From an optimization exercise on the open Yosys and OpenROAD flow, aimed at small area; shortcuts taken in it are not production practice. At most, simulation tests tie the RTL to the original design; equivalence was not proved. The RTL of runs 1 and 2 was laid out without a check of its function. Power is estimated from default activity; no workload was simulated.

<file path="design/flow/config.mk">
export PLATFORM = sky130hd
export DESIGN_NAME = tcp_stats_monitor
export DESIGN_NICKNAME = tcp_stats_monitor
export VERILOG_FILES = /design/flow/design.v
export SDC_FILE = /design/flow/constraint.sdc
export NUM_CORES = 4
export LEC_CHECK = 0
export ABC_AREA = 1
export CAP_MARGIN = 20
export CORE_MARGIN = 2
export CORE_UTILIZATION = 65
export CTS_BUF_LIST = sky130_fd_sc_hd__clkbuf_16
export CTS_CLUSTER_DIAMETER = 100
export CTS_CLUSTER_SIZE = 30
export GPL_TIMING_DRIVEN = 0
export PLACE_DENSITY = 0.75
export SLEW_MARGIN = 20
</file>
<file path="design/flow/constraint.sdc">
create_clock -name core_clock -period 4.0 [get_ports {ap_clk}]
set_input_delay 0.8000 -clock core_clock [delete_from_list [all_inputs] [get_ports {ap_clk}]]
set_output_delay 0.8000 -clock core_clock [all_outputs]
set_load 0.01 [all_outputs]
</file>
<file path="design/flow/design.v">
`timescale 1ns/1ps
module tcp_stats_monitor (
  input  logic        ap_clk,
  input  logic        ap_rst_n,
  input  logic        ap_start,
  input  logic [63:0] cnt_preset,
  input  logic        rx_tvalid,
  input  logic        rx_tready,
  input  logic [7:0]  rx_tkeep,
  input  logic        rx_tlast,
  input  logic        tx_tvalid,
  input  logic        tx_tready,
  input  logic [7:0]  tx_tkeep,
  input  logic        tx_tlast,
  input  logic        tx_status_tvalid,
  input  logic        tx_status_tready,
  input  logic [63:0] tx_status_tdata,
  input  logic        open_status_tvalid,
  input  logic        open_status_tready,
  input  logic [23:0] open_status_tdata,
  input  logic        close_tvalid,
  input  logic        close_tready,
  output logic        ap_done,
  output logic        ap_idle,
  output logic [41:0] rx_bytes,
  output logic [41:0] tx_bytes,
  output logic [31:0] rx_pkts,
  output logic [31:0] tx_pkts,
  output logic [31:0] sts_total,
  output logic [31:0] sts_good,
  output logic [31:0] open_total,
  output logic [31:0] open_good,
  output logic [63:0] exec_cycles
);
  logic       start_prev;
  logic       rx_fire, tx_fire;
  logic [3:0] rx_cnt, tx_cnt;
  assign rx_fire = rx_tvalid & rx_tready & ap_rst_n;
  assign tx_fire = tx_tvalid & tx_tready & ap_rst_n;
  always_comb begin
    rx_cnt = 4'd0;
    tx_cnt = 4'd0;
    for (int i = 0; i < 8; i++) begin
      rx_cnt = rx_cnt + {3'd0, rx_tkeep[i]};
      tx_cnt = tx_cnt + {3'd0, tx_tkeep[i]};
    end
  end
  logic       s1_start, s1_close, s1_rxp, s1_txp, s1_sts, s1_stsg, s1_open, s1_openg;
  logic [3:0] s1_rxb, s1_txb;
  always_ff @(posedge ap_clk) begin
    start_prev <= ap_start & ap_rst_n;
    s1_start   <= ap_start & ~start_prev & ap_rst_n;
    s1_close   <= close_tvalid & close_tready & ap_rst_n;
    s1_rxb     <= rx_fire ? rx_cnt : 4'd0;
    s1_rxp     <= rx_fire & rx_tlast;
    s1_txb     <= tx_fire ? tx_cnt : 4'd0;
    s1_txp     <= tx_fire & tx_tlast;
    s1_sts     <= tx_status_tvalid & tx_status_tready & ap_rst_n;
    s1_stsg    <= tx_status_tvalid & tx_status_tready & ap_rst_n
                  & ~tx_status_tdata[63] & ~tx_status_tdata[62];
    s1_open    <= open_status_tvalid & open_status_tready & ap_rst_n;
    s1_openg   <= open_status_tvalid & open_status_tready & ap_rst_n & open_status_tdata[16];
  end
  logic       s2_start, s2_close, s2_rxp, s2_txp, s2_sts, s2_stsg, s2_open, s2_openg;
  logic [3:0] s2_rxb, s2_txb;
  always_ff @(posedge ap_clk) begin
    s2_start <= s1_start & ap_rst_n;
    s2_close <= s1_close & ap_rst_n;
    s2_rxb   <= s1_rxb & {4{ap_rst_n}};
    s2_rxp   <= s1_rxp & ap_rst_n;
    s2_txb   <= s1_txb & {4{ap_rst_n}};
    s2_txp   <= s1_txp & ap_rst_n;
    s2_sts   <= s1_sts & ap_rst_n;
    s2_stsg  <= s1_stsg & ap_rst_n;
    s2_open  <= s1_open & ap_rst_n;
    s2_openg <= s1_openg & ap_rst_n;
  end
  logic keep;         
  logic [63:0] pre;   
  logic running;
  assign keep = ap_rst_n & ~s2_start;
  assign pre  = cnt_preset & {64{s2_start & ap_rst_n}};
  always_ff @(posedge ap_clk) begin
    ap_done <= s2_close & ap_rst_n;
    running <= ap_rst_n & ~s2_close & (s2_start | running);
  end
  assign ap_idle = ~running;
  logic [41:0] rx_bytes_d, tx_bytes_d;
  logic [31:0] rx_pkts_d, tx_pkts_d, sts_total_d, sts_good_d, open_total_d, open_good_d;
  logic [63:0] exec_cycles_d;
  stat_add #(.W(42), .IW(4)) u_rxb (.q(rx_bytes),    .pre(pre[41:0]), .keep, .rst_n(ap_rst_n), .inc(s2_rxb),   .d(rx_bytes_d));
  stat_add #(.W(42), .IW(4)) u_txb (.q(tx_bytes),    .pre(pre[41:0]), .keep, .rst_n(ap_rst_n), .inc(s2_txb),   .d(tx_bytes_d));
  stat_add #(.W(32), .IW(1)) u_rxp (.q(rx_pkts),     .pre(pre[31:0]), .keep, .rst_n(ap_rst_n), .inc(s2_rxp),   .d(rx_pkts_d));
  stat_add #(.W(32), .IW(1)) u_txp (.q(tx_pkts),     .pre(pre[31:0]), .keep, .rst_n(ap_rst_n), .inc(s2_txp),   .d(tx_pkts_d));
  stat_add #(.W(32), .IW(1)) u_st  (.q(sts_total),   .pre(pre[31:0]), .keep, .rst_n(ap_rst_n), .inc(s2_sts),   .d(sts_total_d));
  stat_add #(.W(32), .IW(1)) u_sg  (.q(sts_good),    .pre(pre[31:0]), .keep, .rst_n(ap_rst_n), .inc(s2_stsg),  .d(sts_good_d));
  stat_add #(.W(32), .IW(1)) u_ot  (.q(open_total),  .pre(pre[31:0]), .keep, .rst_n(ap_rst_n), .inc(s2_open),  .d(open_total_d));
  stat_add #(.W(32), .IW(1)) u_og  (.q(open_good),   .pre(pre[31:0]), .keep, .rst_n(ap_rst_n), .inc(s2_openg), .d(open_good_d));
  stat_add #(.W(64), .IW(1)) u_ex  (.q(exec_cycles), .pre(pre),       .keep, .rst_n(ap_rst_n), .inc(running & ~s2_start), .d(exec_cycles_d));
  always_ff @(posedge ap_clk) begin
    rx_bytes    <= rx_bytes_d;
    tx_bytes    <= tx_bytes_d;
    rx_pkts     <= rx_pkts_d;
    tx_pkts     <= tx_pkts_d;
    sts_total   <= sts_total_d;
    sts_good    <= sts_good_d;
    open_total  <= open_total_d;
    open_good   <= open_good_d;
    exec_cycles <= exec_cycles_d;
  end
endmodule
module stat_add #(
  parameter int W  = 32,
  parameter int IW = 1
) (
  input  logic [W-1:0]  q,
  input  logic [W-1:0]  pre,
  input  logic          keep,
  input  logic          rst_n,   
  input  logic [IW-1:0] inc,
  output logic [W-1:0]  d
);
  logic [W-1:0] base;
  logic [W:IW]  c;   
  assign base = (q & {W{keep}}) | pre;
  logic [IW-1:0] low;
  assign {c[IW], low} = {1'b0, base[IW-1:0]} + {1'b0, inc};
  assign d[IW-1:0] = low & {IW{rst_n}};
  localparam int B = 4;   
  localparam int S = 2;   
  localparam int NB = (W - IW + B - 1) / B;
  localparam int NS = (NB + S - 1) / S;
  logic [NB-1:0] pb;         
  logic [NB:0]   cb;         
  logic [NS-1:0] ps;         
  logic [NS:0]   cs;         
  for (genvar k = 0; k < NB; k++) begin : g_pb
    localparam int LO = IW + k * B;
    localparam int HI = (LO + B - 1 < W - 1) ? LO + B - 1 : W - 1;
    assign pb[k] = &base[HI:LO];
  end
  for (genvar m = 0; m < NS; m++) begin : g_ps
    localparam int LO = m * S;
    localparam int HI = (LO + S - 1 < NB - 1) ? LO + S - 1 : NB - 1;
    assign ps[m] = &pb[HI:LO];
  end
  assign cs[0] = c[IW];
  for (genvar m = 0; m < NS; m++) begin : g_cs
    assign cs[m+1] = cs[m] & ps[m];
  end
  for (genvar k = 0; k < NB; k++) begin : g_cb
    if (k % S == 0) begin : g_first
      assign cb[k] = cs[k / S];
    end else begin : g_next
      assign cb[k] = cb[k-1] & pb[k-1];
    end
  end
  for (genvar i = IW; i < W; i++) begin : g_bit
    if ((i - IW) % B == 0) begin : g_first
      if (i > IW) begin : g_c
        assign c[i] = cb[(i - IW) / B];
      end
    end else begin : g_next
      assign c[i] = c[i-1] & base[i-1];
    end
    assign d[i] = base[i] ^ c[i];
  end
endmodule
</file>
<file path="design/flow/flow/run.sh">
#!/bin/bash
# standard layout, with the port buffers made of the smallest buffer cell
cp standard.sh standard_sh_copy.log
export BUFFER_PORTS_ARGS="-buffer_cell sky130_fd_sc_hd__buf_1"
bash standard.sh > standard.log 2>&1
</file>
<file path="design/flow/standard.sh">
#!/bin/bash
# synth_recipe.tcl (not shown) runs the flow's synth.tcl, then flattens the netlist and writes it again
# the make line also repeats each setting of config.mk as NAME=value (left out here)
make -C /OpenROAD-flow-scripts/flow DESIGN_CONFIG=/design/flow/config.mk WORK_HOME=/design/flow/orfs CLKGATE_MAP_FILE= SYNTH_SCRIPT=/design/flow/synth_recipe.tcl "${@:-finish}"
</file>
==> results of run 1 <==
==> layout make-up <==
cell class	count	area share, %
plain buffers	50	1.90
clock buffers	17	2.17
clock inverters	1	0.0831
inverters	116	2.24
multi-input cells	1376	44.2
flip-flops and latches	375	38.4
well taps	330	2.11
repair buffers	447	8.88
==> cell usage in the layout (no fill, tap or decap), types with 11 or more instances in the layout <==
master / netlist / final
ha_1: 262 / 262
nand2_1: 760 / 757
a21oi_1: 12 / 12
buf_2: 28 / 21
inv_1: 113 / 113
dfxtp_1: 375 / 375
buf_1: 0 / 438
buf_4: 14 / 22
nand3_2: 18 / 21
nand3_1: 53 / 49
nor2_1: 67 / 67
xor2_1: 90 / 90
a22o_1: 11 / 11
clkbuf_16: 0 / 17
nand4_1: 39 / 39
==> logic make-up (layout without fill, tap and decap cells) <==
logic type | count (synthesis) | in the layout
AO/OA/AOI/OAI | 34 | 34
XOR/XNOR | 90 | 90
adder cells (fa/ha/maj) | 272 | 272
buffers and inverters | 170 | 631
flip-flops | 375 | 375
AND/OR/NAND/NOR | 980 | 980
==> state kept, by name, summed over array words and instances, names as in the netlist, 32 cells and up <==
name and count:
sts_good 32, tx_pkts 32, open_good 32, tx_bytes 42
open_total 32, rx_bytes 42, rx_pkts 32, sts_total 32
exec_cycles 64
==> through the flow <==
stage / std cells / total power [mW]
6_report: 2712 / 6.53
4_1_cts: 2705 / 6.52
2_1_floorplan: 1921 / 4.35
5_1_grt: 2712 / 6.73
3_3_place_gp: 2689 / 4.60
3_5_place_dp: 2689 / 4.63
==> critical path, delay by kind of cell <==
kind	cells	cell delay [ns]
XOR/XNOR	1	0.13
AND/OR/NAND/NOR	10	1.45
adder cells (fa/ha/maj)	5	0.99
buffers and inverters	7	0.89
==> worst max-delay path by stage <==
stage	cells after the start	slack, ns	start	to
final	23	0.18	ap_rst_n	tx_bytes[39]
after global routing	24	-0.02	ap_rst_n	rx_bytes[39]
after CTS	23	0.008	ap_rst_n	tx_bytes[39]
after detailed placement	25	-1.11	ap_rst_n	tx_bytes[39]
after global placement	25	-1.05	ap_rst_n	tx_bytes[39]
after floorplan	24	0.003	ap_rst_n	tx_bytes[38]
==> power breakdown <==
part           total, mW  internal (mW)  switching [mW]
Combinational      0.656          0.214           0.442
Clock               1.96          0.782            1.18
Sequential          3.91           3.85          0.0609
==> metal layers <==
metal  global-route usage, %  wire length, um
met5                       0                0
met4                    21.7             3560
met3                    9.24             5210
met2                    63.6            24400
met1                    41.2            18900
==> timing repair <==
| item | CTS | global route |
|---|---|---|
| gates resized for setup | 13 | 17 |
| setup buffers | 0 | 8 |
| endpoints found under the setup margin | 70 | 34 |
| pin swaps | 2 | 8 |
| hold buffers | 0 | 0 |
| cloned | 1 | 0 |
==> metrics.md, run 1 <==
| Metric | Value |
|---|---|
| Synth Area in XOR/XNOR | `4.67%` |
| Clk slew on worst S/H paths | `0.11 ns` |
| Total negative slack | `0 ns` |
| Chip width | `165 um` |
| Final max-slew violation count | `0` |
| Largest family of logic cells by synthesized area | `simple AND/OR/NAND/NOR gates` |
| Syn Inst Count | `1,921` |
| I/O pins | `525` |
| TritonCTS buffer count | `16` |
| Bufs on Longest Clock Path | `3` |
| Die Height | `165 um` |
| Global route total overflow | `0` |
| Largest net degree at the start of global routing | `31` |
| Synth unique cells | `31` |
| Most common cell in the netlist | `nand2_1` |
| Post-synthesis area per instance | `8.78 um2` |
| CTS tree | `built` |
| TritonCTS sink count | `375` |
| Synth Area in Compound Gates | `1.30%` |
| Hold WC Path Type | `register to register` |
| Synth cell count leaders | `nand2_1 (760), dfxtp_1 (375), ha_1 (262)` |
| 1st-iter DRT viols | `1,186` |
| Gpl congestion | `0.907` |
| Depth of the CTS H-tree | `1` |
| Total wire length | `52.1 mm` |
| Layout area overhead | `16.0%` |
| Final period util | `95.4%` |
| Multi-input logic area | `8660 um2` |
| Root buf cell | `clkbuf_16` |
| Initial core utilization | `66.6%` |
| Area after DPL | `18,900 um2` |
| YS warnings | `1` |
| Power Density | `334 nW/um2` |
| RR Startpoint | `s2_start` |
| Adder-cell share of the synthesized area | `20.6%` |
| Setup ws final | `0.183 ns` |
| Post-layout instance area | `19,600 um2` |
| Post-synthesis simple-gate area fraction | `24.3%` |
| Util after Layout | `77.3%` |
| Top-area cell type share of the netlist area | `44.5%` |
| Core ar. | `25,300 um2` |
| Setup Viol. Count Final | `0` |
| Post-Place Worst Slack | `-1.11 ns` |
| Die area | `27,300 um2` |
| Max-cap violation count | `0` |
| Fin nets | `2,837` |
| CP required | `4.46 ns` |
| Post-synth EDFFs | `0` |
| R2r endpoint | `tx_bytes[39]` |
| WHS Path Cells | `1` |
| Final hold vios | `0` |
| Register area | `7510 um2` |
| Slew headroom | `59.1%` |
| Crit start category | `input pin` |
| CP Class | `input pin to register` |
| Antenna cell count | `0` |
| Asr flop ratio synth | `0%` |
| FMAX | `262 MHz` |
| CP peak stage delay | `0.37 ns` |
| Status | `finished clean` |
| IO buf count | `438` |
| Hold_sp | `start_prev` |
| Mapped Nets | `2,376` |
| CP max FO | `14` |
| Dpl hpwl | `41.2 mm` |
| Sequential share of the synthesized area | `44.5%` |
| Worst vdd ir | `396 uV` |
| R2R depth | `21` |
| Mux contribution to synthesized area | `0%` |
| Worst-skew pair later-pin latency | `0.53 ns` |
| CP endpoint kind | `register` |
| Vias in the first global route | `14,000` |
| Synth Register Bits | `375` |
| Routed vias | `14,900` |
| Initial antenna violation count | `0` |
| Critical path data arrival time | `4.28 ns` |
| Vias per inst | `5.49` |
| Rows | `58` |
| First-pass GRT wire length | `75.7 mm` |
| Chain of cells forming the critical path | `buf_4, inv_2, nor2_8, buf_8, buf_12, buf_12, nand2_1, nand2_1, ha_1, inv_1, fa_2, nand3b_1, nand2_2, nand3_2, nor2_4, nand4_1, nor2_2, nand4_1, inv_1, ha_1, ha_1, ha_1, xor2_1` |
| CP dominant cell by count | `ha_1` |
| Worst clock skew | `0.0246 ns` |
| Fillcell total | `1,986` |
| DRC viols | `0` |
| Drt pass-1 iters | `7` |
| Leakage | `11.5 nW` |
| Top_reg_cell synth | `dfxtp_1` |
| Mapped cell area | `16,900 um2` |
| Slowest-stage cell, CP | `fa_2` |
| WL/cell | `19.2 um` |
| Synth area leaders | `dfxtp_1 (45%), ha_1 (19%), nand2_1 (17%), xor2_1 (4.7%), inv_1 (2.5%)` |
| GRT Total Usage | `36.8%` |
| Worst hold slack | `0.399 ns` |
| WHS Endpoint | `s1_start` |
| Reg2reg setup slack | `0.21 ns` |
| Routed Antenna Nets | `0` |
| Cell accounting for the most synthesized area | `dfxtp_1` |
| Worst-margin pin slew | `0.612 ns` |
| Crit path time final | `3.82 ns` |
| Share of layout cells above drive strength 1 | `5.12%` |
==> run 2: changes to the inputs <==
--- a/design/flow/design.v
+++ b/design/flow/design.v
@@ -128,4 +128,4 @@
   assign d[IW-1:0] = low & {IW{rst_n}};
-  localparam int B = 4;   
-  localparam int S = 2;   
+  localparam int B = 8;   
+  localparam int S = 4;   
   localparam int NB = (W - IW + B - 1) / B;
@@ -139,3 +139,3 @@
     localparam int HI = (LO + B - 1 < W - 1) ? LO + B - 1 : W - 1;
-    assign pb[k] = &base[HI:LO];
+    assign pb[k] = (keep & (&q[HI:LO])) | (&pre[HI:LO]);
   end
==> run 2 against run 1 <==
Still clean. Wire length rose by 12%. Cell count fell by 0.22%. Non-clock buffer count rose by 3. Register-to-register slack got worse by 0.09 ns. Largest cell class unchanged. Highest routed layer unchanged.
==> metrics.md, run 2 <==
| Metric | Value |
|---|---|
| Hold_sp | `start_prev` |
| First-pass GRT wire length | `84.8 mm (+12%)` |
| Final max-slew violation count | `0 (unchanged)` |
| Fin nets | `2,866 (+1.0%)` |
| RSZ-0062 raised after global routing | `true` |
| Top_reg_cell synth | `dfxtp_1` |
| WHS Endpoint | `s1_start` |
| Flip-flop count of the largest register after layout | `64 (unchanged)` |
| Final period util | `97.3% (+1.9 points)` |
| Syn Inst Count | `1,901 (-1.0%)` |
| Die Height | `166 um (+0.31%)` |
| Fillcell total | `1,966 (-1.0%)` |
| Initial antenna violation count | `1 (+1)` |
| Root buf cell | `clkbuf_16` |
| Final Power | `6.60 mW (+1.2%)` |
| Worst-skew pair later-pin latency | `0.54 ns (about the same)` |
| Dpl hpwl | `44.6 mm (+8.4%)` |
| Clk pwr share | `29.9% (about the same)` |
| Regs by FF count | `exec_cycles x64, rx_bytes x42, tx_bytes x42` |
| Met3 wire len | `5.70 mm (+9.4%)` |
| Mapped cell area | `17,000 um2 (+0.65%)` |
| Leakage | `11.2 nW (-2.4%)` |
| Final hold vios | `0 (unchanged)` |
| Setup Viol. Count Final | `0 (unchanged)` |
| Bufs on Longest Clock Path | `3 (unchanged)` |
| Drt pass-1 iters | `5 (-2)` |
| Slew headroom | `36.6% (-22 points)` |
| TritonCTS buffer count | `16 (unchanged)` |
| WHS Path Cells | `1 (unchanged)` |
| Combinational power share | `10.5% (+0.4 points)` |
| Mapped Nets | `2,398 (+0.93%)` |
| Vias in the first global route | `14,700 (+5.6%)` |
| Largest reg by FF count | `exec_cycles` |
| Global route total overflow | `0 (unchanged)` |
| Sequential share of power | `59.6% (-0.3 points)` |
| FMAX | `257 MHz (-2.0%)` |
| R2r endpoint | `rx_bytes[27]` |
| GRT Total Usage | `40.5% (+3.7 points)` |
| Total wire length | `58.1 mm (+12%)` |
| Net Sw Power | `1.75 mW (+4.3%)` |
| Synth cell count leaders | `nand2_1 (600), dfxtp_1 (375), ha_1 (304)` |
| Antenna cell count | `0 (unchanged)` |
| CP endpoint kind | `register` |
| Share of layout cells above drive strength 1 | `4.77% (-0.36 points)` |
| # hold bufs at CTS | `0 (unchanged)` |
| DRC viols | `0 (unchanged)` |
| M1 WL | `21.0 mm (+11%)` |
| Post-synth EDFFs | `0 (unchanged)` |
| Routed vias | `15,500 (+4.2%)` |
| Most common cell in the netlist | `nand2_1` |
| RR Startpoint | `s2_start` |
| Gpl congestion | `0.929 (+2.5%)` |
| Layout area overhead | `16.9%` |
| Rows | `59 (+1.7%)` |
| Crit start category | `input pin` |
| CP Class | `input pin to register` |
| Initial core utilization | `65.7% (-0.89 points)` |
| Critical path data arrival time | `4.32 ns (+0.04 ns)` |
| I/O pins | `525 (unchanged)` |
| Chip width | `166 um (+0.31%)` |
| WL met2 | `27.2 mm (+11%)` |
| CP max FO | `9 (-5)` |
| Asr flop ratio synth | `0% (unchanged)` |
| Top-area cell type share of the netlist area | `44.2% (-0.29 points)` |
| CP required | `4.43 ns (-0.03 ns)` |
| Setup ws final | `0.107 ns (-0.0762 ns)` |
| CTS tree | `built` |
| Worst clock skew | `0.0199 ns (-0.00469 ns)` |
| Crit path time final | `3.89 ns (+0.0762 ns)` |
| IO buf count | `438 (unchanged)` |
| Status | `finished clean` |
| Worst-margin pin slew | `0.952 ns (+0.339 ns)` |
| Depth of the CTS H-tree | `1 (unchanged)` |
| Core ar. | `25,800 um2 (+2.0%)` |
| Max-cap violation count | `0 (unchanged)` |
| WL/cell | `21.5 um (+12%)` |
| R2R depth | `21 (unchanged)` |
| Top sig layer | `met4` |
| Die area | `27,400 um2 (+0.62%)` |
| Synth unique cells | `40 (+29%)` |
| Commonest cells after routing, fill and taps aside | `nand2_1 (597), buf_1 (438), dfxtp_1 (374), ha_1 (304), inv_1 (194)` |
| TritonCTS sink count | `375 (unchanged)` |
| Synth area leaders | `dfxtp_1 (44%), ha_1 (22%), nand2_1 (13%), inv_1 (4.3%), o21ai_0 (2.4%)` |
| Post-synthesis area per instance | `8.93 um2 (+1.7%)` |
| Sequential share of the synthesized area | `44.2% (-0.29 points)` |
| Post-Place Worst Slack | `-1.38 ns (-0.268 ns)` |
| Cell accounting for the most synthesized area | `dfxtp_1` |
| Routed Antenna Nets | `0 (unchanged)` |
| Leading cell type in the layout, fill and taps excluded | `nand2_1` |
| Hold WC Path Type | `register to register` |
| Largest net degree at the start of global routing | `31 (unchanged)` |
| 1st-iter DRT viols | `1,656 (+40%)` |
| Synth Register Bits | `375 (unchanged)` |
| Vias per inst | `5.73 (+4.4%)` |
| YS warnings | `1 (unchanged)` |
| Power Density | `333 nW/um2 (-0.29%)` |
| Clk slew on worst S/H paths | `0.11 ns (about the same)` |
| Worst vdd ir | `297 uV (-25%)` |
| Sw Share | `26.6% (+0.80 points)` |
| Reg2reg setup slack | `0.12 ns (-0.09 ns)` |
| Internal power | `4.85 mW (about the same)` |
==> run 2: metrics by stage <==
step                      cell area (um2)  std cells  utilization (%)  TNS [ns]  hold slack [ns]
after floorplan                     17000       1901                -         0            0.368
after global placement              19100       2674             73.8    -53.90            0.373
after detailed placement            19100       2674             73.8    -62.78            0.386
after CTS                           19700       2697             76.3         0            0.401
after global routing                19800       2706             76.8   -0.0119            0.404
final                               19800       2706             76.8         0            0.396
==> run 2: worst max-delay path, stage by stage <==
cell      delay, ns
buf_16         0.14
nand2_8        0.11
inv_8          0.06
buf_12         0.14
buf_12         0.14
nand2_2        0.23
nand2_1        0.11
ha_1           0.28
inv_1          0.14
o31ai_4        0.10
a21boi_4       0.19
buf_6          0.16
and2_1         0.13
ha_1           0.19
ha_1           0.20
ha_1           0.20
ha_1           0.20
ha_1           0.21
ha_1           0.20
ha_1           0.20
xor2_1         0.16
==> run 2: power by group through the flow <==
stage	Sequential (mW)	Combinational [mW]	Clock (mW)
3_3_place_gp	4.01	0.624	0
4_1_cts	3.93	0.668	1.97
6_report	3.93	0.693	1.98
3_5_place_dp	4.01	0.652	0
5_1_grt	3.94	0.750	2.11
2_1_floorplan	4.05	0.294	0
==> run 2: worst max-delay path by stage <==
| stage | depth (start not counted) | from | slack (ns) | endpoint |
|---|---|---|---|---|
| 2_1_floorplan | 21 | ap_rst_n | 0.006 | tx_bytes[27] |
| 3_3_place_gp | 19 | ap_rst_n | -1.28 | tx_bytes[35] |
| 3_5_place_dp | 19 | ap_rst_n | -1.38 | tx_bytes[35] |
| 4_1_cts | 22 | ap_rst_n | 0.0005 | tx_bytes[35] |
| 5_1_grt | 22 | ap_rst_n | -0.01 | tx_bytes[35] |
| 6_report | 21 | ap_rst_n | 0.11 | rx_bytes[27] |
==> run 2: cell type report <==
type                       count  area (um2)  area share (%)
buffer                        48         389            1.96
clock buffer                  17         425            2.14
clock inverter                 3        21.3           0.107
inverter                     202         769            3.88
multi-input combinational   1274        8560            43.1
sequential                   375        7510            37.8
tap                          335         419            2.11
timing repair buffer         452        1750            8.83
==> run 2: timing repair <==
item	CTS	global route
setup endpoints to repair	47	15
buffers inserted	4	10
endpoints found under the hold margin	0	0
pin swaps	3	4
gates resized for setup	39	19
==> run 2: cell families (layout without fill, tap and decap cells) <==
| logic type | after synthesis | count (layout) | share of synthesized area (%) |
|---|---|---|---|
| compound gates | 132 | 132 | 4.61 |
| xor+xnor | 44 | 44 | 2.27 |
| fa+ha+maj | 314 | 314 | 23.6 |
| buf+inv | 252 | 722 | 6.10 |
| flops | 375 | 375 | 44.2 |
| simple gates | 784 | 784 | 19.2 |
==> run 2: layer usage <==
metal	vias to the layer above	global-route usage, %
met5	-	0
met4	0	24.5
li1	7090	-
met2	928	69.0
met3	225	8.24
met1	7272	47.2
==> run 3: changes to the inputs <==
--- a/design/flow/design.v
+++ b/design/flow/design.v
@@ -128,3 +128,3 @@
   assign d[IW-1:0] = low & {IW{rst_n}};
-  localparam int B = 8;   
+  localparam int B = 4;   
   localparam int S = 4;   
@@ -139,3 +139,3 @@
     localparam int HI = (LO + B - 1 < W - 1) ? LO + B - 1 : W - 1;
-    assign pb[k] = (keep & (&q[HI:LO])) | (&pre[HI:LO]);
+    assign pb[k] = &base[HI:LO];
   end
==> design/flow/flow/run.sh (replaced) <==
#!/bin/bash
# Standard synthesis, then the logic between its registers replaced by a hand-mapped netlist
# (flow/gen_net.py) with the same registers, used only when it has the same registers and
# yosys proves it equal to the standard synthesis; then the standard layout, with the port
# buffers made of the smallest buffer cell.
cp standard.sh standard_sh_copy.log
export BUFFER_PORTS_ARGS="-buffer_cell sky130_fd_sc_hd__buf_1"
bash standard.sh synth > synth.log 2>&1 || exit 1
R=orfs/results/sky130hd/tcp_stats_monitor/base
LIB=$FLOW_HOME/platforms/sky130hd/lib/sky130_fd_sc_hd__tt_025C_1v80.lib
YOSYS=$FLOW_HOME/../tools/install/yosys/bin/yosys
[ -x "$YOSYS" ] || YOSYS=$(command -v yosys)
cp $R/1_2_yosys.v std_1_2_yosys.v
if python3 flow/gen_net.py hand.v > gen.log 2>&1 \
   && python3 flow/check_regs.py std_1_2_yosys.v hand.v > check_regs.log 2>&1 \
   && sed "s#LIBFILE#$LIB#" flow/eq.ys > eq_run.ys \
   && timeout 1200 "$YOSYS" -l eq.log -q eq_run.ys > eq_stdout.log 2>&1; then
  echo "using the hand-mapped netlist" > netlist_choice.log
  cp hand.v $R/1_2_yosys.v
  rm -f $R/1_synth.odb $R/1_synth.sdc
else
  echo "using the standard netlist" > netlist_choice.log
fi
bash standard.sh REMOVE_ABC_BUFFERS=1 finish > standard.log 2>&1
==> design/flow/flow/check_regs.py (new file) <==
#!/usr/bin/env python3
"""usage: check_regs.py STD.v HAND.v -- exit 0 if both netlists hold the same registers
(instance name and cell type)"""
import re
import sys


def regs(path):
    txt = open(path).read()
    return sorted(re.findall(r'(sky130_fd_sc_hd__d\w+)\s+(\\\S+|\S+)\s*\(', txt))


a, b = regs(sys.argv[1]), regs(sys.argv[2])
print(f'standard: {len(a)} registers, hand: {len(b)} registers')
if a != b:
    sa, sb = set(a), set(b)
    print('only in standard:', sorted(sa - sb)[:20])
    print('only in hand:', sorted(sb - sa)[:20])
    sys.exit(1)
print('same registers')
==> design/flow/flow/eq.ys (new file) <==
# proves the hand netlist equal to the standard synthesis, registers paired by name
read_liberty -ignore_miss_func LIBFILE
read_verilog std_1_2_yosys.v
rename tcp_stats_monitor gold
read_verilog hand.v
rename tcp_stats_monitor gate
flatten
hierarchy -check
proc
opt_clean
equiv_make gold gate equiv
hierarchy -top equiv
equiv_simple -seq 2
equiv_induct
equiv_status -assert
==> design/flow/flow/gen_net.py (new file) <==
#!/usr/bin/env python3
"""Writes a hand-mapped sky130hd gate netlist of tcp_stats_monitor (rtl/my_monitor_top.sv).

usage: gen_net.py OUT.v
Registers carry the names the standard synthesis gives them; the logic between them is
mapped by hand: each counter bit is one a21oi (hold/load/clear), one xor/xnor and one carry
gate; carries skip over blocks of 4 bits and super blocks of 4 blocks.
"""
import sys

P = 'sky130_fd_sc_hd__'
cells = []
wires = []
cnt = [0]


def new():
    cnt[0] += 1
    n = f'hn{cnt[0]}'
    wires.append(n)
    return n


def cell(typ, outs, **ins):
    name = f'hc{len(cells)}'
    pins = dict(ins)
    res = []
    for o in outs:
        n = new()
        pins[o] = n
        res.append(n)
    cells.append((typ, name, pins))
    return res[0] if len(res) == 1 else res


def inv(a): return cell('inv_1', ['Y'], A=a)
def nand2(a, b): return cell('nand2_1', ['Y'], A=a, B=b)
def nor2(a, b): return cell('nor2_1', ['Y'], A=a, B=b)
def and2(a, b): return cell('and2_1', ['X'], A=a, B=b)
def and2b(an, b): return cell('and2b_1', ['X'], A_N=an, B=b)          # ~an & b
def nand2b(an, b): return cell('nand2b_1', ['Y'], A_N=an, B=b)        # an | ~b
def and3(a, b, c): return cell('and3_1', ['X'], A=a, B=b, C=c)
def and3b(an, b, c): return cell('and3b_1', ['X'], A_N=an, B=b, C=c)  # ~an & b & c
def nor3(a, b, c): return cell('nor3_1', ['Y'], A=a, B=b, C=c)
def a21oi(a1, a2, b1): return cell('a21oi_1', ['Y'], A1=a1, A2=a2, B1=b1)
def a21o(a1, a2, b1): return cell('a21o_1', ['X'], A1=a1, A2=a2, B1=b1)
def xor2(a, b): return cell('xor2_1', ['X'], A=a, B=b)
def xnor2(a, b): return cell('xnor2_1', ['Y'], A=a, B=b)
def ha(a, b): return cell('ha_1', ['SUM', 'COUT'], A=a, B=b)
def fa(a, b, c): return cell('fa_1', ['SUM', 'COUT'], A=a, B=b, CIN=c)


def nor_n(xs):
    return {1: lambda: inv(xs[0]), 2: lambda: nor2(*xs), 3: lambda: nor3(*xs),
            4: lambda: cell('nor4_1', ['Y'], A=xs[0], B=xs[1], C=xs[2], D=xs[3])}[len(xs)]()


def nand_n(xs):
    return {1: lambda: inv(xs[0]), 2: lambda: nand2(*xs),
            3: lambda: cell('nand3_1', ['Y'], A=xs[0], B=xs[1], C=xs[2]),
            4: lambda: cell('nand4_1', ['Y'], A=xs[0], B=xs[1], C=xs[2], D=xs[3])}[len(xs)]()


flops = []  # (instance name, D net, Q net)


def dff(inst, d, q):
    flops.append((inst, d, q))


RST = 'ap_rst_n'
nrst = inv(RST)

# ---------------- stage 1 ----------------
dff('start_prev$_DFF_P_', and2('ap_start', RST), 'start_prev')
dff('s1_start$_DFF_P_', and3b('start_prev', 'ap_start', RST), 's1_start')
dff('s1_close$_DFF_P_', and3('close_tvalid', 'close_tready', RST), 's1_close')


def popcount8(k):
    s0, c0 = fa(k[0], k[1], k[2])
    s1, c1 = fa(k[3], k[4], k[5])
    s2, c2 = ha(k[6], k[7])
    p0, c3 = fa(s0, s1, s2)
    s4, c4 = fa(c0, c1, c2)
    p1, c5 = ha(s4, c3)
    p2, p3 = ha(c4, c5)
    return [p0, p1, p2, p3]


for s in ('rx', 'tx'):
    fire = and3(f'{s}_tvalid', f'{s}_tready', RST)
    pc = popcount8([f'{s}_tkeep[{i}]' for i in range(8)])
    for i in range(4):
        dff(f's1_{s}b[{i}]$_SDFF_PN0_', and2(pc[i], fire), f's1_{s}b[{i}]')
    dff(f's1_{s}p$_DFF_P_', and2(fire, f'{s}_tlast'), f's1_{s}p')

sts = and3('tx_status_tvalid', 'tx_status_tready', RST)
dff('s1_sts$_DFF_P_', sts, 's1_sts')
dff('s1_stsg$_DFF_P_', and2(sts, nor2('tx_status_tdata[63]', 'tx_status_tdata[62]')), 's1_stsg')
opn = and3('open_status_tvalid', 'open_status_tready', RST)
dff('s1_open$_DFF_P_', opn, 's1_open')
dff('s1_openg$_DFF_P_', and2(opn, 'open_status_tdata[16]'), 's1_openg')

# ---------------- stage 2 ----------------
s2_names = ['start', 'close', 'rxp', 'txp', 'sts', 'stsg', 'open', 'openg'] + \
           [f'rxb[{i}]' for i in range(4)] + [f'txb[{i}]' for i in range(4)]
for n in s2_names:
    dff(f's2_{n}$_DFF_P_', and2(f's1_{n}', RST), f's2_{n}')

# ---------------- window ----------------
dff('ap_done$_DFF_P_', and2('s2_close', RST), 'ap_done')
dff('running$_DFF_P_', nor3(nor2('s2_start', 'running'), 's2_close', nrst), 'running')
cells.append(('inv_1', 'hc_idle', {'A': 'running', 'Y': 'ap_idle'}))

# ---------------- counters ----------------
keep = and2b('s2_start', RST)      # rst_n & ~start
clr = and2('s2_start', RST)        # start & rst_n
pre = [and2(f'cnt_preset[{i}]', clr) for i in range(64)]

B, S = 4, 4


def counter(name, W, inc):
    """(keep ? q : pre) + inc, low len(inc) bits cleared by reset"""
    IW = len(inc)
    q = [f'{name}[{i}]' for i in range(W)]
    nb = [a21oi(q[i], keep, pre[i]) for i in range(W)]   # ~base
    d = [None] * W
    if IW == 1:
        # bit 0 is the first bit of the first block, its carry in is inc
        lo0 = 0
        cin0 = inc[0]
    else:
        b = [inv(nb[i]) for i in range(IW)]
        s, c = ha(b[0], inc[0])
        sums = [s]
        for i in range(1, IW):
            s, c = fa(b[i], inc[i], c)
            sums.append(s)
        for i in range(IW):
            d[i] = and2(sums[i], RST)
        lo0 = IW
        cin0 = c
    blocks = [list(range(lo, min(lo + B, W))) for lo in range(lo0, W, B)]
    NB = len(blocks)
    pb = [nor_n([nb[i] for i in blk]) for blk in blocks[:-1]]  # last block needs none
    cb = [None] * NB
    cb[0] = cin0
    NS = (NB + S - 1) // S
    cs = cin0
    for m in range(NS):
        first = m * S
        cb[first] = cs
        last = min(first + S, NB) - 1
        for k in range(first, last):
            cb[k + 1] = and2(cb[k], pb[k])
        if m < NS - 1:
            nps = nand_n(pb[first:last + 1])
            cs = and2b(nps, cs)
    for k, blk in enumerate(blocks):
        c, pos = cb[k], True
        for j, i in enumerate(blk):
            lastbit = j == len(blk) - 1
            if i == 0 and IW == 1:
                # d0 = (b0 ^ inc) & rst_n
                d[i] = nor2(xor2(nb[i], c), nrst)
            elif pos:
                d[i] = xnor2(nb[i], c)   # ~b ^ c inverted: b ^ c
            else:
                d[i] = xor2(nb[i], c)    # ~b ^ ~c = b ^ c
            if not lastbit:
                if pos:
                    c = nand2b(nb[i], c)  # nb | ~c = ~(b & c)
                else:
                    c = nor2(nb[i], c)    # ~nb & ~nc = b & c
                pos = not pos
    for i in range(W):
        dff(f'{name}[{i}]$_DFF_P_', d[i], q[i])


counter('rx_bytes', 42, [f's2_rxb[{i}]' for i in range(4)])
counter('tx_bytes', 42, [f's2_txb[{i}]' for i in range(4)])
counter('rx_pkts', 32, ['s2_rxp'])
counter('tx_pkts', 32, ['s2_txp'])
counter('sts_total', 32, ['s2_sts'])
counter('sts_good', 32, ['s2_stsg'])
counter('open_total', 32, ['s2_open'])
counter('open_good', 32, ['s2_openg'])
counter('exec_cycles', 64, [and2b('s2_start', 'running')])

# ---------------- write ----------------
ports = [('input', 'ap_clk', 1), ('input', 'ap_rst_n', 1), ('input', 'ap_start', 1),
         ('input', 'cnt_preset', 64), ('input', 'rx_tvalid', 1), ('input', 'rx_tready', 1),
         ('input', 'rx_tkeep', 8), ('input', 'rx_tlast', 1), ('input', 'tx_tvalid', 1),
         ('input', 'tx_tready', 1), ('input', 'tx_tkeep', 8), ('input', 'tx_tlast', 1),
         ('input', 'tx_status_tvalid', 1), ('input', 'tx_status_tready', 1),
         ('input', 'tx_status_tdata', 64), ('input', 'open_status_tvalid', 1),
         ('input', 'open_status_tready', 1), ('input', 'open_status_tdata', 24),
         ('input', 'close_tvalid', 1), ('input', 'close_tready', 1),
         ('output', 'ap_done', 1), ('output', 'ap_idle', 1), ('output', 'rx_bytes', 42),
         ('output', 'tx_bytes', 42), ('output', 'rx_pkts', 32), ('output', 'tx_pkts', 32),
         ('output', 'sts_total', 32), ('output', 'sts_good', 32), ('output', 'open_total', 32),
         ('output', 'open_good', 32), ('output', 'exec_cycles', 64)]
portnames = {p[1] for p in ports}


def ref(n):
    """net reference in verilog"""
    base = n.split('[')[0]
    if base in portnames:
        return n
    if '[' in n or '$' in n:
        return '\\' + n + ' '
    return n


internal = set()
for inst, dnet, qnet in flops:
    if qnet.split('[')[0] not in portnames:
        internal.add(qnet)

out = []
out.append('module tcp_stats_monitor(' + ', '.join(p[1] for p in ports) + ');')
for dirn, n, w in ports:
    rng = f'[{w-1}:0] ' if w > 1 else ''
    out.append(f'  {dirn} {rng}{n};')
    out.append(f'  wire {rng}{n};')
for n in sorted(internal):
    out.append(f'  wire {ref(n)};')
for n in wires:
    out.append(f'  wire {n};')
for typ, name, pins in cells:
    conns = ', '.join(f'.{p}({ref(n)})' for p, n in pins.items())
    out.append(f'  {P}{typ} {name} ({conns});')
for inst, dnet, qnet in flops:
    out.append(f'  {P}dfxtp_1 \\{inst}  (.CLK(ap_clk), .D({ref(dnet)}), .Q({ref(qnet)}));')
out.append('endmodule')
open(sys.argv[1], 'w').write('\n'.join(out) + '\n')

# area report
import re
area = {}
lib = '/OpenROAD-flow-scripts/flow/platforms/sky130hd/lib/sky130_fd_sc_hd__tt_025C_1v80.lib'
try:
    txt = open(lib).read()
    for m in re.finditer(r'cell \("?(sky130_fd_sc_hd__\w+)"?\)\s*\{.*?area\s*:\s*([\d.]+)', txt, re.S):
        area[m.group(1)] = float(m.group(2))
    tot = sum(area[P + t] for t, _, _ in cells) + len(flops) * area[P + 'dfxtp_1']
    print(f'cells {len(cells)} flops {len(flops)} area {tot:.1f} comb {tot - len(flops) * area[P + "dfxtp_1"]:.1f}', file=sys.stderr)
except OSError:
    pass
==> run 3 against run 2 <==
Fmax is 0.33% higher. Largest cell class unchanged. Critical endpoint is now rx_bytes[35]. Sequential share of layout area is 2.6 points higher. Register-to-register slack better by 0.06 ns. Via count is 14% lower. Critical path type unchanged.
==> metrics.md, run 3 <==
| Metric | Value |
|---|---|
| Status | `finished clean` |
| Final period util | `97.0% (-0.32 points)` |
| Initial antenna violation count | `3 (+2)` |
| Setup Viol. Count Final | `0 (unchanged)` |
| Worst-skew pair later-pin latency | `0.53 ns (about the same)` |
| Layout area overhead | `18.6%` |
| GRT Total Usage | `33.4% (-7.1 points)` |
| Hold_sp | `s2_close` |
| Vias in the first global route | `12,900 (-13%)` |
| Hold WC Path Type | `register to register` |
| Final max-slew violation count | `0 (unchanged)` |
| CTS tree | `built` |
| Final hold vios | `0 (unchanged)` |
| Net Sw Power | `1.58 mW (-9.9%)` |
| Commonest cells after routing, fill and taps aside | `buf_1 (438), dfxtp_1 (374), a21oi_1 (339), xor2_1 (173), nand2b_1 (166)` |
| CP endpoint kind | `register` |
| Util after Layout | `78.8% (+2.0 points)` |
| Rows | `56 (-5.1%)` |
| 1st-iter DRT viols | `907 (-45%)` |
| Share of layout cells above drive strength 1 | `3.50% (-1.3 points)` |
| Syn Inst Count | `1,611 (-15%)` |
| Total wire length | `45.0 mm (-23%)` |
| Reg2reg setup slack | `0.18 ns (+0.06 ns)` |
| Chip width | `159 um (-3.9%)` |
| Sw Share | `24.6% (-2.0 points)` |
| Vias per inst | `5.51 (-3.8%)` |
| Clk pwr share | `30.2% (+0.3 points)` |
| DRC viols | `0 (unchanged)` |
| Die area | `25,300 um2 (-7.6%)` |
| Crit path time final | `3.88 ns (-0.0129 ns)` |
| Post-layout instance area | `18,600 um2 (-6.5%)` |
| Routed vias | `13,300 (-14%)` |
| Mapped cell area | `15,700 um2 (-7.8%)` |
| Power Density | `346 nW/um2 (+4.0%)` |
| Worst clock skew | `0.0347 ns (+0.0148 ns)` |
| Crit start category | `input pin` |
| Root buf cell | `clkbuf_16` |
| Routed Antenna Nets | `0 (unchanged)` |
| YS warnings | `1 (unchanged)` |
| Largest reg by FF count | `exec_cycles` |
| Combinational power share | `9.0% (-1.5 points)` |
| Gpl congestion | `0.863 (-7.1%)` |
| R2R depth | `14 (-33%)` |
| Core ar. | `23,500 um2 (-8.9%)` |
| Bufs on Longest Clock Path | `3 (unchanged)` |
| Worst vdd ir | `382 uV (+29%)` |
| R2r endpoint | `tx_pkts[31]` |
| Initial core utilization | `66.5% (+0.80 points)` |
| Fin nets | `2,292 (-20%)` |
| Final Power | `6.42 mW (-2.7%)` |
| Leading cell type in the layout, fill and taps excluded | `buf_1` |
| CP max FO | `37 (+28)` |
| Critical path data arrival time | `4.35 ns (+0.03 ns)` |
| Clk slew on worst S/H paths | `0.12 ns (about the same)` |
| Max-cap violation count | `0 (unchanged)` |
| Regs by FF count | `exec_cycles x64, rx_bytes x42, tx_bytes x42` |
| WHS Endpoint | `running` |
| Dpl hpwl | `33.6 mm (-25%)` |
| WHS Path Cells | `1 (unchanged)` |
| Post-synthesis area per instance | `9.72 um2 (+8.8%)` |
| WL/cell | `18.7 um (-13%)` |
| Sequential share of power | `60.8% (+1.2 points)` |
| Global route total overflow | `0 (unchanged)` |
| CP Class | `input pin to register` |
| Worst-margin pin slew | `0.678 ns (-0.273 ns)` |
| CP required | `4.47 ns (+0.04 ns)` |
| Fillcell total | `1,725 (-12%)` |
| Leakage | `6.06 nW (-46%)` |
| Depth of the CTS H-tree | `1 (unchanged)` |
| I/O pins | `525 (unchanged)` |
| TritonCTS buffer count | `16 (unchanged)` |
| Area after DPL | `17,900 um2 (-6.3%)` |
| Post-Place Worst Slack | `-1.91 ns (-0.529 ns)` |
| RR Startpoint | `s2_start` |
| Largest net degree at the start of global routing | `68 (+120%)` |
| Drt pass-1 iters | `5 (unchanged)` |
| First-pass GRT wire length | `67.7 mm (-20%)` |
| Flip-flop count of the largest register after layout | `64 (unchanged)` |
| Die Height | `159 um (-3.9%)` |
| TritonCTS sink count | `375 (unchanged)` |
| Slew headroom | `54.4% (+18 points)` |
| IO buf count | `439 (+0.23%)` |
| FMAX | `258 MHz (+0.33%)` |
| # hold bufs at CTS | `0 (unchanged)` |
| Internal power | `4.84 mW (-0.11%)` |
| Setup ws final | `0.120 ns (+0.0129 ns)` |
## run 3: how the worst max path moves through the flow
stage             start               to
6_report       ap_rst_n     rx_bytes[35]
5_1_grt        ap_rst_n     rx_bytes[35]
4_1_cts        ap_rst_n  exec_cycles[63]
3_5_place_dp   ap_rst_n  exec_cycles[63]
3_3_place_gp   ap_rst_n  exec_cycles[63]
2_1_floorplan  ap_rst_n  exec_cycles[63]
## run 3: area by class of cell
cell class              count  area (um2)  share of cell area (%)
flip-flops and latches    375        7510                    40.5
clock buffers              17         425                    2.29
diodes                      1        2.50                  0.0135
repair buffers            456        1940                    10.4
well taps                 319         399                    2.15
multi-input cells        1228        8230                    44.3
clock inverters             1        16.3                  0.0876
inverters                  10        37.5                   0.202
## run 3: repair_timing
item / in CTS / in global routing
setup endpoints to repair: 261 / 11
buffers inserted: 4 / 4
resized for setup: 25 / 28
cloned: 2 / 2
pin swaps: 2 / 5
## run 3: worst max-delay path, cell delays in order
cell      delay, ns
buf_8          0.15
and2_4         0.23
buf_4          0.18
and2_4         0.22
a21oi_1        0.12
inv_1          0.07
fa_1           0.46
fa_2           0.37
fa_2           0.47
and2b_2        0.26
and2_1         0.18
and2_1         0.17
and2_1         0.16
nand2b_1       0.12
nor2_1         0.09
nand2b_1       0.12
xor2_1         0.15
## run 3: metal layers
layer / wire [um] / part of all wire [%] / up-vias / track usage (%)
met4: 2800 / 6.2 / 0 / 17.9
met5: 0 / 0 / - / 0
li1: - / - / 6366 / -
met1: 16600 / 37 / 6247 / 37.7
met2: 21600 / 48 / 515 / 57.9
met3: 4010 / 8.9 / 142 / 8.78
## run 3: power by group through the flow
| stage | Sequential (mW) | Clock [mW] | Combinational [mW] |
|---|---|---|---|
| after floorplan | 4.03 | 0 | 0.266 |
| final | 3.91 | 1.94 | 0.576 |
| after global placement | 3.99 | 0 | 0.515 |
| after global routing | 3.92 | 2.09 | 0.626 |
| after detailed placement | 3.99 | 0 | 0.548 |
| after CTS | 3.91 | 1.96 | 0.560 |
## run 3: through the flow
step	hold slack [ns]	std cells	TNS, ns
after floorplan	0.389	1611	-1372.20
after global placement	0.400	2369	-2885.39
after detailed placement	0.403	2376	-289.51
after CTS	0.396	2400	0
after global routing	0.407	2406	-0.0166
final	0.391	2407	0
==> run 4: changes to the inputs <==
--- a/design/flow/flow/gen_net.py
+++ b/design/flow/flow/gen_net.py
@@ -57,2 +57,7 @@
 
+def and_n(xs):
+    return {2: lambda: and2(*xs), 3: lambda: and3(*xs),
+            4: lambda: cell('and4_1', ['X'], A=xs[0], B=xs[1], C=xs[2], D=xs[3])}[len(xs)]()
+
+
 def nand_n(xs):
@@ -127,3 +132,4 @@
     q = [f'{name}[{i}]' for i in range(W)]
-    nb = [a21oi(q[i], keep, pre[i]) for i in range(W)]   # ~base
+    IWn = 0 if len(inc) == 1 else len(inc)
+    nb = [None] * IWn + [a21oi(q[i], keep, pre[i]) for i in range(IWn, W)]   # ~base
     d = [None] * W
@@ -134,3 +140,3 @@
     else:
-        b = [inv(nb[i]) for i in range(IW)]
+        b = [a21o(q[i], keep, pre[i]) for i in range(IW)]   # base
         s, c = ha(b[0], inc[0])
@@ -146,18 +152,17 @@
     NB = len(blocks)
-    pb = [nor_n([nb[i] for i in blk]) for blk in blocks[:-1]]  # last block needs none
-    cb = [None] * NB
-    cb[0] = cin0
+    pb = [nor_n([nb[i] for i in blk]) for blk in blocks[:-1]]  # block propagate
+    # inverted carries: into each super block (or2 chain) and each block (nand2b chain)
     NS = (NB + S - 1) // S
-    cs = cin0
+    ncb = [None] * NB
+    ncs = inv(cin0)
     for m in range(NS):
-        first = m * S
-        cb[first] = cs
-        last = min(first + S, NB) - 1
+        first, last = m * S, min(m * S + S, NB) - 1
+        ncb[first] = ncs
         for k in range(first, last):
-            cb[k + 1] = and2(cb[k], pb[k])
+            ncb[k + 1] = nand2b(ncb[k], pb[k])     # ~(cb & pb)
         if m < NS - 1:
             nps = nand_n(pb[first:last + 1])
-            cs = and2b(nps, cs)
+            ncs = cell('or2_1', ['X'], A=ncs, B=nps)   # ~(cs & ps)
     for k, blk in enumerate(blocks):
-        c, pos = cb[k], True
+        c, pos = ncb[k], False
         for j, i in enumerate(blk):
@@ -166,3 +171,4 @@
                 # d0 = (b0 ^ inc) & rst_n
-                d[i] = nor2(xor2(nb[i], c), nrst)
+                x = xor2(nb[i], c) if pos else xnor2(nb[i], c)   # ~(b ^ c)
+                d[i] = nor2(x, nrst)
             elif pos:
==> run 4 against run 3 <==
Wire length is 0.70% lower. Sequential share of layout area rose by 0.25 points. Clock skew is 0.011 ns lower. Clock power about the same. Non-clock buffer count rose by 1. Critical endpoint is now rx_pkts[31]. Highest routed layer unchanged.
==> metrics.md, run 4 <==
| Metric | Value |
|---|---|
| Commonest cells after routing, fill and taps aside | `buf_1 (438), dfxtp_1 (374), a21oi_1 (332), nor2_1 (174), xnor2_1 (173)` |
| Leakage | `5.91 nW (-2.4%)` |
| Area after DPL | `17,700 um2 (-1.2%)` |
| Largest reg by FF count | `exec_cycles` |
| Rows | `56 (unchanged)` |
| Slew headroom | `45.7% (-8.6 points)` |
| Final hold vios | `0 (unchanged)` |
| Buf+Inv Stages, Crit Path | `2 (-1)` |
| CP required | `4.45 ns (-0.02 ns)` |
| Mapped cell area | `15,500 um2 (-1.3%)` |
| TritonCTS buffer count | `16 (unchanged)` |
| Leading cell type in the layout, fill and taps excluded | `buf_1` |
| Crit path time final | `3.90 ns (+0.0146 ns)` |
| WHS Endpoint | `s2_rxb[1]` |
| FMAX | `257 MHz (-0.37%)` |
| Post-Place Worst Slack | `-2.04 ns (-0.131 ns)` |
| Clk slew on worst S/H paths | `0.11 ns (about the same)` |
| Antenna cell count | `0 (-1)` |
| Syn Inst Count | `1,612 (+0.062%)` |
| Fillcell total | `1,693 (-1.9%)` |
| Initial core utilization | `66.0% (-0.47 points)` |
| CP top delay family | `simple AND/OR/NAND/NOR gates` |
| Worst-margin pin slew | `0.806 ns (+0.128 ns)` |
| Clk pwr share | `30.1% (about the same)` |
| Bufs on Longest Clock Path | `3 (unchanged)` |
| R2R depth | `14 (unchanged)` |
| Critical path data arrival time | `4.35 ns (about the same)` |
| Setup Viol. Count Final | `0 (unchanged)` |
| Worst clock skew | `0.0236 ns (-0.0111 ns)` |
| Root buf cell | `clkbuf_16` |
| CP Class | `input pin to register` |
| Regs by FF count | `exec_cycles x64, rx_bytes x42, tx_bytes x42` |
| Net Sw Power | `1.57 mW (-0.41%)` |
| Final period util | `97.4% (+0.37 points)` |
| CP peak stage delay | `0.57 ns (+0.10 ns)` |
| Hold WC Path Type | `register to register` |
| Worst vdd ir | `355 uV (-7.1%)` |
| R2r endpoint | `rx_pkts[31]` |
| Largest net degree at the start of global routing | `67 (-1.5%)` |
| Total wire length | `44.7 mm (-0.70%)` |
| CP dominant cell by count | `nand2b_1` |
| Worst hold slack | `0.436 ns (+0.0459 ns)` |
| Multi-input logic area | `8050 um2 (-2.2%)` |
| WL/cell | `18.5 um (-0.78%)` |
| Chip width | `158 um (-0.63%)` |
| YS warnings | `1 (unchanged)` |
| Fin nets | `2,295 (+0.13%)` |
| Final Power | `6.42 mW (about the same)` |
| # hold bufs at CTS | `0 (unchanged)` |
| Final max-slew violation count | `0 (unchanged)` |
| 1st-iter DRT viols | `835 (-7.9%)` |
| Post-synthesis area per instance | `9.59 um2 (-1.4%)` |
| Crit start category | `input pin` |
| Status | `finished clean` |
| Sequential share of power | `60.8% (about the same)` |
| CTS tree | `built` |
| Global route total overflow | `0 (unchanged)` |
| Routed vias | `13,300 (+0.57%)` |
| Routed Antenna Nets | `0 (unchanged)` |
| TritonCTS sink count | `375 (unchanged)` |
| Sw Share | `24.5% (-0.099 points)` |
| Drt pass-1 iters | `5 (unchanged)` |
| Internal power | `4.85 mW (+0.12%)` |
| Combinational power share | `9.1% (about the same)` |
| Dpl hpwl | `32.9 mm (-2.2%)` |
| Power Density | `348 nW/um2 (+0.61%)` |
| Worst-skew pair later-pin latency | `0.52 ns (about the same)` |
| Chain of cells forming the critical path | `buf_12, and2_4, buf_16, and2_4, a21oi_1, nor4_1, nand4_1, or2_1, nand2b_1, nand2b_1, nand2b_1, nor2_1, nand2b_1, nor2_1, xnor2_1` |
| DRC viols | `0 (unchanged)` |
| Layout area overhead | `19.4%` |
| GRT Total Usage | `33.7% (+0.28 points)` |
| Core ar. | `23,400 um2 (-0.60%)` |
| Setup ws final | `0.105 ns (-0.0146 ns)` |
| Flip-flop count of the largest register after layout | `64 (unchanged)` |
| First-pass GRT wire length | `66.0 mm (-2.5%)` |
| Vias in the first global route | `12,800 (-0.54%)` |
| CP endpoint kind | `register` |
| Slowest-stage cell, CP | `nor4_1` |
| Total negative slack | `0 ns (unchanged)` |
| Max-cap violation count | `0 (unchanged)` |
| I/O pins | `525 (unchanged)` |
| Gpl congestion | `0.906 (+5.0%)` |
| WHS Path Cells | `1 (unchanged)` |
| Die Height | `158 um (-0.63%)` |
| Die area | `25,000 um2 (-1.3%)` |
| CP max FO | `39 (+5.4%)` |
| Reg2reg setup slack | `0.14 ns (-0.04 ns)` |
| RR Startpoint | `s2_start` |
| Util after Layout | `78.8% (about the same)` |
| Share of layout cells above drive strength 1 | `3.73% (+0.23 points)` |
| Post-layout instance area | `18,400 um2 (-0.61%)` |
| Critical path startpoint | `ap_rst_n` |
| Depth of the CTS H-tree | `1 (unchanged)` |
| Register area | `7510 um2 (unchanged)` |
| IO buf count | `439 (unchanged)` |
| Initial antenna violation count | `1 (-2)` |
| Stages on the worst setup path | `15 (-2)` |
| Hold_sp | `s1_rxb[1]` |
| Post-route insts no fill | `2,409 (+0.083%)` |
| Placed insts | `2,377 (+0.042%)` |
| Vias per inst | `5.54 (+0.49%)` |
==> run 4: cell count changes in the layout (fill, tap and decap cells not counted), sizes merged, moves of 13 or more <==
| cell | delta |
|---|---|
| and2 | -61 |
| and2b | -13 |
| xor2 | -14 |
| nand2b | -22 |
| xnor2 | +14 |
| or2 | +13 |
| nor2 | +84 |
==> run 4: what timing repair did <==
item | 4_1_cts | 5_1_grt
setup endpoints to repair | 289 | 13
setup buffers | 4 | 3
pin swaps | 1 | 5
resized for setup | 34 | 20
gates cloned | 4 | 3
==> run 4: worst max path at each step <==
stage                 endpoint  slack, ns
6_report           rx_pkts[31]       0.10
5_1_grt        exec_cycles[63]      -0.04
4_1_cts        exec_cycles[63]       0.03
3_5_place_dp   exec_cycles[63]      -2.04
3_3_place_gp   exec_cycles[63]      -9.76
2_1_floorplan  exec_cycles[63]      -5.25
==> run 4: final cells by class <==
class / count / share of cell area [%]
well taps: 319 / 2.16
flip-flops and latches: 375 / 40.7
repair buffers: 457 / 10.9
inverters: 11 / 0.224
multi-input cells: 1229 / 43.7
clock inverters: 1 / 0.0882
clock buffers: 17 / 2.31
==> run 4: worst reg2reg max path: stages, from the launching register on <==
cell and delay, ns:
dfxtp_4 0.44, and2_4 0.25, buf_16 0.19, and2_4 0.28
a21oi_1 0.11, nor4_1 0.57, nand4_1 0.13, or2_1 0.34
nand2b_1 0.26, nand2b_1 0.23, nand2b_1 0.24, nor2_1 0.29
nand2b_1 0.16, nor2_1 0.17, xnor2_1 0.15
==> run 4: layer usage <==
layer  global-route usage, %  share of wire (%)  vias to the layer above  routed length, um
li1                        -                  -                     6400                  -
met3                    9.75                9.0                      129               4030
met2                    58.7                 48                      500              21400
met5                       0                  0                        -                  0
met4                    17.2                5.6                        0               2510
met1                    37.4                 37                     6317              16700
==> run 4: power groups by stage <==
stage / logic, mW / clock network, mW / registers (mW)
2_1_floorplan: 0.265 / 0 / 4.03
3_3_place_gp: 0.514 / 0 / 3.99
4_1_cts: 0.564 / 1.95 / 3.91
3_5_place_dp: 0.544 / 0 / 3.99
6_report: 0.584 / 1.93 / 3.91
5_1_grt: 0.638 / 2.08 / 3.92
==> run 5: changes to the inputs <==
--- a/design/flow/flow/gen_net.py
+++ b/design/flow/flow/gen_net.py
@@ -75,4 +75,5 @@
 
-RST = 'ap_rst_n'
-nrst = inv(RST)
+RSTP = 'ap_rst_n'
+RST = inv(inv(RSTP))   # the pipeline's reset loads, off the critical keep/clear nets
+nrst = inv(RSTP)
 
@@ -121,5 +122,4 @@
 # ---------------- counters ----------------
-keep = and2b('s2_start', RST)      # rst_n & ~start
-clr = and2('s2_start', RST)        # start & rst_n
-pre = [and2(f'cnt_preset[{i}]', clr) for i in range(64)]
+clr = [and2('s2_start', RSTP) for _ in range(2)]   # start & rst_n, one copy per 32 preset bits
+pre = [and2(f'cnt_preset[{i}]', clr[i // 32]) for i in range(64)]
 
@@ -130,2 +130,3 @@
     """(keep ? q : pre) + inc, low len(inc) bits cleared by reset"""
+    keep = and2b('s2_start', RSTP)   # rst_n & ~start, one copy per counter
     IW = len(inc)
--- a/design/flow/config.mk
+++ b/design/flow/config.mk
@@ -10,3 +10,3 @@
 export CORE_MARGIN = 2
-export CORE_UTILIZATION = 65
+export CORE_UTILIZATION = 75
 export CTS_BUF_LIST = sky130_fd_sc_hd__clkbuf_16
@@ -15,3 +15,3 @@
 export GPL_TIMING_DRIVEN = 0
-export PLACE_DENSITY = 0.75
+export PLACE_DENSITY = 0.85
 export SLEW_MARGIN = 20
==> run 5 against run 4 <==
Sequential power is essentially flat. Hold slack better by 0.0028 ns. Non-clock buffer count decreased by 9. Cell count shrank 1.9%. Sequential cell count did not move. Clock power hardly changed. Critical endpoint is now exec_cycles[63]. Largest cell class unchanged.
==> metrics.md, run 5 <==
| Metric | Value |
|---|---|
| Status | `finished clean` |
| CP required | `4.45 ns (about the same)` |
| Routed Antenna Nets | `0 (unchanged)` |
| Leakage | `5.86 nW (-0.94%)` |
| RSZ-0062 raised after global routing | `true` |
| Regs by FF count | `exec_cycles x64, rx_bytes x42, tx_bytes x42` |
| CP max FO | `17 (-56%)` |
| Total wire length | `50.1 mm (+12%)` |
| Worst-margin pin slew | `0.792 ns (-0.0149 ns)` |
| Top sig layer | `met4` |
| Final period util | `97.6% (+0.22 points)` |
| Layout area overhead | `17.5%` |
| FMAX | `256 MHz (-0.23%)` |
| CP Class | `register to register` |
| Die Height | `148 um (-6.5%)` |
| Max-cap violation count | `0 (unchanged)` |
| Syn Inst Count | `1,623 (+0.68%)` |
| TritonCTS sink count | `375 (unchanged)` |
| Vias per inst | `6.09 (+10%)` |
| Crit start category | `register` |
| DRC viols | `0 (unchanged)` |
| Core ar. | `20,300 um2 (-13%)` |
| CP endpoint kind | `register` |
| TritonCTS buffer count | `16 (unchanged)` |
| WL met2 | `23.9 mm (+12%)` |
| Internal power | `4.83 mW (-0.38%)` |
| Sequential share of power | `60.8% (about the same)` |
| I/O pins | `525 (unchanged)` |
| GRT Total Usage | `42.3% (+8.6 points)` |
| YS warnings | `1 (unchanged)` |
| Post-synthesis area per instance | `9.57 um2 (-0.20%)` |
| Routed vias | `14,400 (+7.9%)` |
| Hold WC Path Type | `register to register` |
| Register area | `7510 um2 (unchanged)` |
| Share of layout cells above drive strength 1 | `3.77% (+0.042 points)` |
| CTS tree | `built` |
| # hold bufs at CTS | `0 (unchanged)` |
| Commonest cells after routing, fill and taps aside | `buf_1 (438), dfxtp_1 (374), a21oi_1 (332), nor2_1 (174), xnor2_1 (173)` |
| WL/cell | `21.2 um (+14%)` |
| Chip width | `148 um (-6.5%)` |
| 1st-iter DRT viols | `1,124 (+35%)` |
| Gpl congestion | `0.891 (-1.7%)` |
| Flip-flop count of the largest register after layout | `64 (unchanged)` |
| Initial antenna violation count | `0 (-1)` |
| Depth of the CTS H-tree | `1 (unchanged)` |
| Power Density | `353 nW/um2 (+1.4%)` |
| Initial core utilization | `76.5% (+10 points)` |
| Worst-skew pair later-pin latency | `0.52 ns (about the same)` |
| Placed insts | `2,335 (-1.8%)` |
| Worst vdd ir | `329 uV (-7.3%)` |
| Drt pass-1 iters | `6 (+1)` |
| M1 WL | `16.7 mm (-0.39%)` |
| Clk pwr share | `30.1% (about the same)` |
| Fillcell total | `1,003 (-41%)` |
| Rows | `52 (-7.1%)` |
| Fin nets | `2,298 (+0.13%)` |
| Setup Viol. Count Final | `0 (unchanged)` |
| Critical path data arrival time | `4.35 ns (about the same)` |
| Sw Share | `25.0% (+0.49 points)` |
| Largest net degree at the start of global routing | `43 (-36%)` |
| Combinational power share | `9.2% (about the same)` |
| Final hold vios | `0 (unchanged)` |
| Total negative slack | `0 ns (unchanged)` |
| Net Sw Power | `1.61 mW (+2.3%)` |
| Post-route insts no fill | `2,364 (-1.9%)` |
| Vias in the first global route | `14,000 (+9.4%)` |
| Crit path time final | `3.90 ns (+0.00895 ns)` |
| Root buf cell | `clkbuf_16` |
| Mapped cell area | `15,500 um2 (+0.48%)` |
| IO buf count | `439 (unchanged)` |
| Clk slew on worst S/H paths | `0.11 ns (about the same)` |
| Slew headroom | `46.7% (+1.0 points)` |
| Worst clock skew | `0.0316 ns (+0.00794 ns)` |
| Bufs on Longest Clock Path | `3 (unchanged)` |
| Dpl hpwl | `35.5 mm (+7.8%)` |
| Met3 wire len | `5.43 mm (+35%)` |
| Leading cell type in the layout, fill and taps excluded | `buf_1` |
| Reg2reg setup slack | `0.1 ns (-0.04 ns)` |
| Multi-input logic area | `8130 um2 (+0.98%)` |
| Die area | `21,900 um2 (-13%)` |
| Largest reg by FF count | `exec_cycles` |
| Global route total overflow | `0 (unchanged)` |
| Final max-slew violation count | `0 (unchanged)` |
| First-pass GRT wire length | `73.0 mm (+11%)` |
==> run 5: through the flow <==
| stage | hold slack (ns) | worst slack [ns] | instance area (um2) | utilization, % | power [mW] |
|---|---|---|---|---|---|
| floorplan | 0.389 | -0.474 | 15500 | - | 4.30 |
| global placement | 0.408 | -1.91 | 17500 | 86.3 | 4.50 |
| detailed placement | 0.413 | -1.53 | 17600 | 86.6 | 4.54 |
| CTS | 0.438 | -0.0661 | 18100 | 89.2 | 6.38 |
| global route | 0.451 | -0.0311 | 18200 | 89.8 | 6.59 |
| finish | 0.439 | 0.0960 | 18200 | 89.8 | 6.44 |
==> run 5: area by class of cell <==
class,count,share of cell area (%)
timing repair buffer,448,9.67
clock buffer,17,2.33
clock inverter,1,0.0892
inverter,13,0.268
antenna,1,0.0137
multi-input combinational,1239,44.6
tap,270,1.85
sequential,375,41.2
==> run 5: final timing paths <==
check,cells after the start,start,end
setup reg to reg,15,s2_start,exec_cycles[63]
hold reg to reg,1,s1_rxb[2],s2_rxb[2]
hold / removal,1,s1_rxb[2],s2_rxb[2]
setup / recovery,15,s2_start,exec_cycles[63]
==> run 5: layer usage <==
layer,track usage (%),up-vias
met5,0,-
li1,-,6399
met4,28.9,0
met3,11.5,296
met2,73.5,910
met1,44.8,6795
==> run 5: timing repair <==
item | 4_1_cts | 5_1_grt
resized for setup | 41 | 26
pin swaps | 1 | 6
cloned | 2 | 2
endpoints found under the setup margin | 119 | 19
setup buffers | 0 | 6
==> run 5: power by group through the flow <==
stage	combinational [mW]	sequential, mW	clock, mW
finish	0.590	3.91	1.94
global route	0.630	3.92	2.03
CTS	0.563	3.91	1.91
detailed placement	0.551	3.99	0
global placement	0.517	3.99	0
floorplan	0.268	4.03	0
==> run 5: worst max-delay path, stage by stage, from the launching register on <==
cell and delay, ns:
dfxtp_4 0.48, and2_4 0.30, and2_4 0.28, a21oi_1 0.12, nor4_2 0.44, nand4_1 0.18, or2_1 0.31, or2_4 0.30
or2_1 0.28, nand2b_1 0.22, nand2b_1 0.23, nand2b_1 0.21, nor2_2 0.13, nand2b_1 0.10, nor2_1 0.12, xnor2_1 0.12

-- separate check: timing with driven ports --
The results above use ideal ports. As a check the final layouts listed here were re-extracted and re-timed, cells and wires unchanged. Step 1 assumes that a clkbuf_16 drives the clock port and a buf_2 every other input. Step 2 times the ports against the registers' clock, not the clock port: input delays grow and output delays shrink by t, the midpoint of the rising clock arrivals with the driver on. Slacks: ideal / step 1 / step 2; pairs: ideal / step 1.
| run | t (ns) | setup WS [ns] | worst setup path at the end | slew at the worst register clock pin (ns) | pins driven straight from the clock port |
|---|---|---|---|---|---|
| run 1 | 0.573 | 0.183 / 0.158 / -0.415 | input to register | 0.12 / 0.12 | 1 |
| run 2 | 0.579 | 0.107 / 0.082 / -0.497 | input to register | 0.12 / 0.12 | 1 |
| run 3 | 0.566 | 0.120 / 0.130 / -0.435 | input to register | 0.12 / 0.12 | 1 |
| run 4 | 0.559 | 0.105 / 0.085 / -0.474 | input to register | 0.11 / 0.11 | 1 |
| run 5 | 0.553 | 0.096 / 0.096 / -0.427 | input to register | 0.12 / 0.12 | 1 |
With both steps, setup timing fails in every run listed, where it was met with ideal ports. The setup slack of run 2, which loses most, moves by -0.025 ns with the drivers and by -0.604 ns with both steps.
